This design comes from an exercise in tuning for small area, a short achievable clock period and few clock cycles on the open sky130 flow, not from production work. Where RTL was checked, it was by simulation tests only, not by an equivalence proof against the original. Power and IR drop assume default switching activity.

==> job 2946 <==
## riscv_core
module riscv_core
(
  input  logic                raw_clk,
  input  logic                button_reset,
  input  logic                button_halt,
  output logic [15:0]         mem_addr,
  output logic [31:0]         mem_wdata,
  output logic [3:0]          mem_byte_en,
  output logic                mem_enable,
  output logic                mem_write,
  input  logic [31:0]         mem_rdata,
  output logic                halted,
  output logic                error
);
clock: 12.0 ns
lec_check: 0
cap_margin: 20
core_margin: 2
core_utilization: 40
slew_margin: 20
standard.sh (not shown) runs the stock make flow with config.mk's settings and CLKGATE_MAP_FILE= SYNTH_SCRIPT=/design/flow/synth_recipe.tcl, a recipe that flattens the netlist after the stock synthesis.
==> flow/flow/run.sh <==
#!/bin/bash
set -euo pipefail
export SETUP_SLACK_MARGIN=${MARGIN:-6.8}
bash standard.sh > standard_flow.log 2>&1
==> job 9099: changes against job 2946 <==
--- a/flow/design.v
+++ b/flow/design.v
@@ -30,13 +30,20 @@
   logic [4:0]  shamt;
   logic        left;
   logic [31:0] sh_in;
   logic [32:0] sh_wide;
   logic [31:0] sh_out;
   logic [31:0] sh_res;
-  assign wide = {1'b0, operand_a} + {1'b0, sub ? ~operand_b : operand_b} + {32'd0, sub};
+  prefix_adder #(.W(32), .L(5)) i_adder
+  (
+    .a    (operand_a),
+    .b    (sub ? ~operand_b : operand_b),
+    .cin  (sub),
+    .sum  (wide[31:0]),
+    .cout (wide[32])
+  );
   assign sum = wide[31:0];
   assign lt_unsigned = ~wide[32];
   assign lt_signed = (operand_a[31] ^ operand_b[31]) ? operand_a[31] : wide[31];
   assign shamt = operand_b[4:0];
   assign left = (funct3 == 3'b001);
   always_comb
@@ -58,12 +65,45 @@
       3'b000: result = operand_a ^ operand_b;
       3'b110: result = operand_a | operand_b;
       default: result = operand_a & operand_b;
     endcase
   end
 endmodule
+module prefix_adder #(parameter int W = 32, parameter int L = 5)    
+(
+  input  logic [W-1:0] a,
+  input  logic [W-1:0] b,
+  input  logic         cin,
+  output logic [W-1:0] sum,
+  output logic         cout
+);
+  logic [W-1:0] g [L+1];
+  logic [W-1:0] p [L+1];
+  logic [W-1:0] x;
+  assign x = a ^ b;
+  always_comb
+  begin
+    g[0] = a & b;
+    p[0] = x;
+    g[0][0] = (a[0] & b[0]) | (x[0] & cin);
+    for (int l = 0; l < L; l++)
+      for (int i = 0; i < W; i++)
+        if ((i >> l) & 1)
+        begin
+          g[l+1][i] = g[l][i] | (p[l][i] & g[l][((i >> l) << l) - 1]);
+          p[l+1][i] = p[l][i] & p[l][((i >> l) << l) - 1];
+        end
+        else
+        begin
+          g[l+1][i] = g[l][i];
+          p[l+1][i] = p[l][i];
+        end
+  end
+  assign sum  = x ^ {g[L][W-2:0], cin};
+  assign cout = g[L][W-1];
+endmodule
 `timescale 1ns/1ps
 module register_file
 (
   input  logic        raw_clk,
   input  logic [31:1] rs1_sel,
   input  logic [31:1] rs2_sel,
@@ -275,24 +315,42 @@
   assign stop_now = halt_btn || (ex && (is_system || is_unknown)) || stopped;
   logic branch_taken;
   logic cmp_eq;
   logic cmp_ltu;
   logic cmp_lt;
   assign cmp_eq  = (rs1_data == rs2_data);
-  assign cmp_ltu = (rs1_data < rs2_data);
+  logic [31:0] cmp_diff;
+  logic        cmp_carry;
+  prefix_adder #(.W(32), .L(5)) i_compare
+  (
+    .a    (rs1_data),
+    .b    (~rs2_data),
+    .cin  (1'b1),
+    .sum  (cmp_diff),
+    .cout (cmp_carry)
+  );
+  assign cmp_ltu = !cmp_carry;
   assign cmp_lt  = (rs1_data[31] ^ rs2_data[31]) ? rs1_data[31] : cmp_ltu;
   assign branch_taken = (funct3[2] ? (funct3[1] ? cmp_ltu : cmp_lt) : cmp_eq) ^ funct3[0];
   assign alu_funct3 = funct3;
   assign alu_sub    = ((is_alur || is_alui) && funct3[2:1] == 2'b01) ||
                       (is_alur && funct3 == 3'b000 && ir[30]);
   assign alu_arith  = ir[30];
   assign operand_a  = rs1_data;
   assign operand_b  = is_alur ? rs2_data : i_imm;
   logic [15:0] ea_sum;
   logic [15:0] ea_addr;
-  assign ea_sum  = rs1_data[15:0] + (is_store ? s_imm[15:0] : i_imm[15:0]);
+  logic        ea_carry;
+  prefix_adder #(.W(16), .L(4)) i_ea_adder
+  (
+    .a    (rs1_data[15:0]),
+    .b    (is_store ? s_imm[15:0] : i_imm[15:0]),
+    .cin  (1'b0),
+    .sum  (ea_sum),
+    .cout (ea_carry)
+  );
   assign ea_addr = {ea_sum[15:2], ea_sum[1:0] & {2{!is_jalr}}};
   logic [15:0] pc_target;
   logic [15:0] link;
   logic [31:0] aux_value;
   assign pc_target   = ir_pc + (is_jal ? j_imm[15:0] : b_imm[15:0]);
   assign link        = ir_pc + 16'd4;
==> flow/flow/run.sh (replaced) <==
#!/bin/bash
set -euo pipefail
export SETUP_SLACK_MARGIN=${MARGIN:-7.0}
bash standard.sh > standard_flow.log 2>&1
Settings changed: CTS_CLUSTER_DIAMETER set to 100, CTS_CLUSTER_SIZE set to 20.
==> summary of the runs <==
- In job 9099 the global-route usage is lower than in job 2946, by 1.3 points.
- Register-to-register slack: job 2946 is lower than job 9099 (0.13 ns).
- First-iteration DRC count: job 2946 is lower than job 9099 (about 11%).
- Against job 9099, the utilization of job 2946 is higher by 1.7 points.
- Die area is about the same in job 9099 and job 2946.
- Clock-buffer cell count: job 2946 is higher than job 9099 (52).
- Of job 2946 and job 9099, job 2946 has the higher clock power (gap about 60%, measured against job 9099).
- Between job 9099 and job 2946, the lower via count is in job 9099 (gap about 1.9%, measured against job 2946).
- Between job 9099 and job 2946, the lower synthesized cell count is in job 9099 (gap about 1.7%, measured against job 2946).
- In sequential power, job 9099 and job 2946 hardly differ.
Testbench counts of job 9099, summed over its fixed seeds: cycles 134,829.
No functional check of the RTL was part of job 2946.

========
==> run D <==
Another version of the RTL of riscv_core (not shown whole).
export LEC_CHECK = 0
export CAP_MARGIN = 20
export CORE_MARGIN = 2
export CORE_UTILIZATION = 40
export SETUP_SLACK_MARGIN = 5
export SLEW_MARGIN = 20
create_clock -name core_clock -period 12.0 [get_ports {raw_clk}]
run.sh (not shown) runs the stock make flow with config.mk's settings and CLKGATE_MAP_FILE= SYNTH_SCRIPT=/design/flow/synth_recipe.tcl, a recipe that flattens the netlist after the stock synthesis.
Stock flow here: none of the scripts above is used.
==> run Y (differences from run D) <==
--- a/flow/design.v
+++ b/flow/design.v
@@ -62,31 +62,23 @@
   end
 endmodule
 `timescale 1ns/1ps
 module register_file
 (
   input  logic        raw_clk,
-  input  logic [31:1] rs1_sel,
-  input  logic [31:1] rs2_sel,
+  input  logic [4:0]  rs1_addr,
+  input  logic [4:0]  rs2_addr,
   output logic [31:0] rs1_data,
   output logic [31:0] rs2_data,
   input  logic        rd_we,
   input  logic [4:0]  rd_addr,
   input  logic [31:0] rd_wdata
 );
   logic [31:0] regs [1:31];
-  always_comb
-  begin
-    rs1_data = 32'h0000_0000;
-    rs2_data = 32'h0000_0000;
-    for (int i = 1; i < 32; i++)
-    begin
-      rs1_data = rs1_data | ({32{rs1_sel[i]}} & regs[i]);
-      rs2_data = rs2_data | ({32{rs2_sel[i]}} & regs[i]);
-    end
-  end
+  assign rs1_data = (rs1_addr == 5'd0) ? 32'h0000_0000 : regs[rs1_addr];
+  assign rs2_data = (rs2_addr == 5'd0) ? 32'h0000_0000 : regs[rs2_addr];
   always_ff @(posedge raw_clk)
   begin
     if (rd_we && rd_addr != 5'd0)
       regs[rd_addr] <= rd_wdata;
   end
 endmodule
@@ -154,14 +146,14 @@
   output logic [1:0]           st_ea_low,
   input  logic [31:0]          store_wdata,
   input  logic [3:0]           store_byte_en,
   output logic [2:0]           ld_funct3,
   output logic [1:0]           ld_ea_low,
   input  logic [31:0]          load_value,
-  output logic [31:1]          rs1_sel,
-  output logic [31:1]          rs2_sel,
+  output logic [4:0]           rs1_addr,
+  output logic [4:0]           rs2_addr,
   input  logic [31:0]          rs1_data,
   input  logic [31:0]          rs2_data,
   output logic                 rd_we,
   output logic [4:0]           rd_addr,
   output logic [31:0]          rd_wdata,
   output logic [2:0]           alu_funct3,
@@ -190,15 +182,12 @@
   logic [2:0]  resp_f3;
   logic [15:0] last_fetch;      
   logic [15:0] seq_addr;
   logic [31:0] ir;
   logic [15:0] ir_pc;
   logic        ir_valid;
-  logic        ir_pt;           
-  logic [4:0]  rs1_addr;
-  logic [4:0]  rs2_addr;
   logic        stopped;
   assign seq_addr    = last_fetch + 16'd4;
   assign mem_addr    = req_addr;
   assign mem_enable  = req_en;
   assign mem_write   = req_we;
   assign mem_wdata   = req_wdata;
@@ -247,39 +236,15 @@
   logic stop_now;
   assign hazard = req_load && (req_rd != 5'd0) &&
                   ((uses_rs1 && rs1_addr == req_rd) || (uses_rs2 && rs2_addr == req_rd) ||
                    (writes_rd && rd == req_rd));
   assign ld_wb  = resp_load;
   assign ex     = ir_valid && !hazard && !ld_wb && !stopped;
-  logic pt_taken;
-  logic pt_fall;
-  logic squash_rdata;
-  logic squash_inflight;
-  assign redirect = ex && !ir_pt && (is_jal || is_jalr || (is_branch && branch_taken));
-  assign pt_taken = ex && ir_pt && is_branch && branch_taken;
-  assign pt_fall  = ex && ir_pt && is_branch && !branch_taken;
+  assign redirect = ex && (is_jal || is_jalr || (is_branch && branch_taken));
   assign memop    = ex && (is_load || is_store);
   assign drop     = resp_fetch && ir_valid && !ex;
-  logic [31:0] d_word;
-  logic        d_take;
-  logic        d_is_jal;
-  logic        d_is_bb;
-  logic [15:0] d_offset;
-  logic [15:0] d_target;
-  logic        pred;
-  assign d_word   = mem_rdata;
-  assign d_take   = resp_fetch && (!ir_valid || ex) && !squash_rdata;
-  assign d_is_jal = (d_word[6:0] == riscv_pkg::op_jal);
-  assign d_is_bb  = (d_word[6:0] == riscv_pkg::op_branch) && d_word[31];
-  assign d_offset = d_is_jal ? {d_word[15:12], d_word[20], d_word[30:21], 1'b0}
-                             : {{4{d_word[31]}}, d_word[7], d_word[30:25], d_word[11:8], 1'b0};
-  assign d_target = resp_addr + d_offset;
-  assign pred     = d_take && !memop && !redirect && !pt_fall &&
-                    (d_is_jal || (d_is_bb && req_fetch));
-  assign squash_rdata    = redirect || pt_taken;
-  assign squash_inflight = redirect || pt_fall || drop || (pred && d_is_jal);
   assign halt_btn = !button_halt && !error;
   assign stop_now = halt_btn || (ex && (is_system || is_unknown)) || stopped;
   logic branch_taken;
   logic cmp_eq;
   logic cmp_ltu;
   logic cmp_lt;
@@ -321,18 +286,12 @@
     resp_rd   <= req_rd;
     resp_f3   <= req_f3;
     if (!ir_valid || ex)
     begin
       ir    <= mem_rdata;
       ir_pc <= resp_addr;
-      ir_pt <= pred;
-      for (int i = 1; i < 32; i++)
-      begin
-        rs1_sel[i] <= (mem_rdata[19:15] == 5'(i));
-        rs2_sel[i] <= (mem_rdata[24:20] == 5'(i));
-      end
     end
     if (!button_reset)
     begin
       req_addr   <= riscv_pkg::start_pc;
       req_en     <= 1'b1;
       req_we     <= 1'b0;
@@ -344,18 +303,16 @@
       ir_valid   <= 1'b0;
       stopped    <= 1'b0;
       error      <= 1'b0;
     end
     else
     begin
-      resp_fetch <= req_fetch && !squash_inflight;
+      resp_fetch <= req_fetch && !redirect && !drop;
       resp_load  <= req_load;
       if (!ir_valid || ex)
-        ir_valid <= resp_fetch && !squash_rdata;
-      else if (drop)
-        ir_pt <= 1'b0;
+        ir_valid <= resp_fetch && !redirect;
       if (stop_now)
       begin
         req_en    <= 1'b0;
         req_we    <= 1'b0;
         req_fetch <= 1'b0;
         req_load  <= 1'b0;
@@ -379,22 +336,12 @@
         req_load  <= 1'b0;
         if (redirect)
         begin
           req_addr   <= jump_target;
           last_fetch <= jump_target;
         end
-        else if (pt_fall)
-        begin
-          req_addr   <= link + 16'd4;
-          last_fetch <= link + 16'd4;
-        end
-        else if (pred)
-        begin
-          req_addr   <= d_target;
-          last_fetch <= d_target;
-        end
         else if (drop)
         begin
           req_addr   <= resp_addr;
           last_fetch <= resp_addr;
         end
         else
@@ -425,14 +372,14 @@
   logic [1:0]  st_ea_low;
   logic [31:0] store_wdata;
   logic [3:0]  store_byte_en;
   logic [2:0]  ld_funct3;
   logic [1:0]  ld_ea_low;
   logic [31:0] load_value;
-  logic [31:1] rs1_sel;
-  logic [31:1] rs2_sel;
+  logic [4:0]  rs1_addr;
+  logic [4:0]  rs2_addr;
   logic [31:0] rs1_data;
   logic [31:0] rs2_data;
   logic        rd_we;
   logic [4:0]  rd_addr;
   logic [31:0] rd_wdata;
   logic [2:0]  alu_funct3;
@@ -457,14 +404,14 @@
     .st_ea_low     (st_ea_low),
     .store_wdata   (store_wdata),
     .store_byte_en (store_byte_en),
     .ld_funct3     (ld_funct3),
     .ld_ea_low     (ld_ea_low),
     .load_value    (load_value),
-    .rs1_sel       (rs1_sel),
-    .rs2_sel       (rs2_sel),
+    .rs1_addr      (rs1_addr),
+    .rs2_addr      (rs2_addr),
     .rs1_data      (rs1_data),
     .rs2_data      (rs2_data),
     .rd_we         (rd_we),
     .rd_addr       (rd_addr),
     .rd_wdata      (rd_wdata),
     .alu_funct3    (alu_funct3),
@@ -477,14 +424,14 @@
     .halted        (halted),
     .error         (error)
   );
   register_file i_register_file
   (
     .raw_clk  (raw_clk),
-    .rs1_sel  (rs1_sel),
-    .rs2_sel  (rs2_sel),
+    .rs1_addr (rs1_addr),
+    .rs2_addr (rs2_addr),
     .rs1_data (rs1_data),
     .rs2_data (rs2_data),
     .rd_we    (rd_we),
     .rd_addr  (rd_addr),
     .rd_wdata (rd_wdata)
   );
SETUP_SLACK_MARGIN = default   (was 5)
==> run notes <==
| metric | run D | run Y |
|---|---|---|
| Min setup slack post-route | 4.813 ns | 3.157 ns |
| Cell with the largest stage delay on the worst path | xnor2_1 | nor2_1 |
| Power dissipated in the clock network | 4.00 mW | 3.65 mW |
| Clock tree buffer count of the final layout | 166 | 162 |
| Outcome | complete, no violations | complete, no violations |
| Chip Width | 392.1 microns | 403.7 microns |
| Highest Clock Rate | 139.1 MHz | 113.1 MHz |
| Largest net degree at the start of global routing | 64 | 117 |
| Placed insts | 6983 | 6606 |
| Power density cells | 162.3 mW/mm^2 | 158.6 mW/mm^2 |
| Mapped Avg Cell Area | 11.99 sq um | 13.85 sq um |
| Synth unique cells | 91 | 107 |
| Sequential cell count | 1212 | 1159 |
| Insertion delay to the later sink of the worst-skew pair | 0.84 ns | 0.77 ns |
| Met3 layer wire length in the routed design | 52.51 mm | 25.62 mm |
| Req. time, crit path | 12.52 ns | 12.62 ns |
No functional check of the RTL was part of any run of this note.

static timing again, ports no longer ideal:
Ports are ideal in the flow. The routed layouts listed here were re-timed in OpenROAD. Step 1 assumes that a clkbuf_16 drives the clock port and a buf_2 every other input. Step 2 also shifts input and output timing later by t, the mid clock arrival at the registers, as if the neighbouring blocks saw the same clock. Slacks: no drivers / after step 1 / after step 2; pairs: no drivers / after step 1.
run | t, ns | setup WS [ns] | hold WS [ns] | pins driven straight from the clock port
job 2946 | 0.851 | 6.755 / 6.755 / 6.279 | 0.332 / 0.332 / 0.332 | 1
job 9099 | 0.816 | 6.889 / 6.889 / 6.294 | 0.324 / 0.324 / 0.324 | 1
run D | 0.885 | 4.813 / 4.813 / 4.471 | 0.328 / 0.328 / 0.328 | 1
run Y | 0.820 | 3.157 / 3.157 / 3.157 | 0.330 / 0.330 / 0.330 | 1
After both steps every run listed still meets setup and hold. The setup slack of job 9099, which loses most, moves by 0.000 ns with the drivers and by -0.595 ns with both steps.
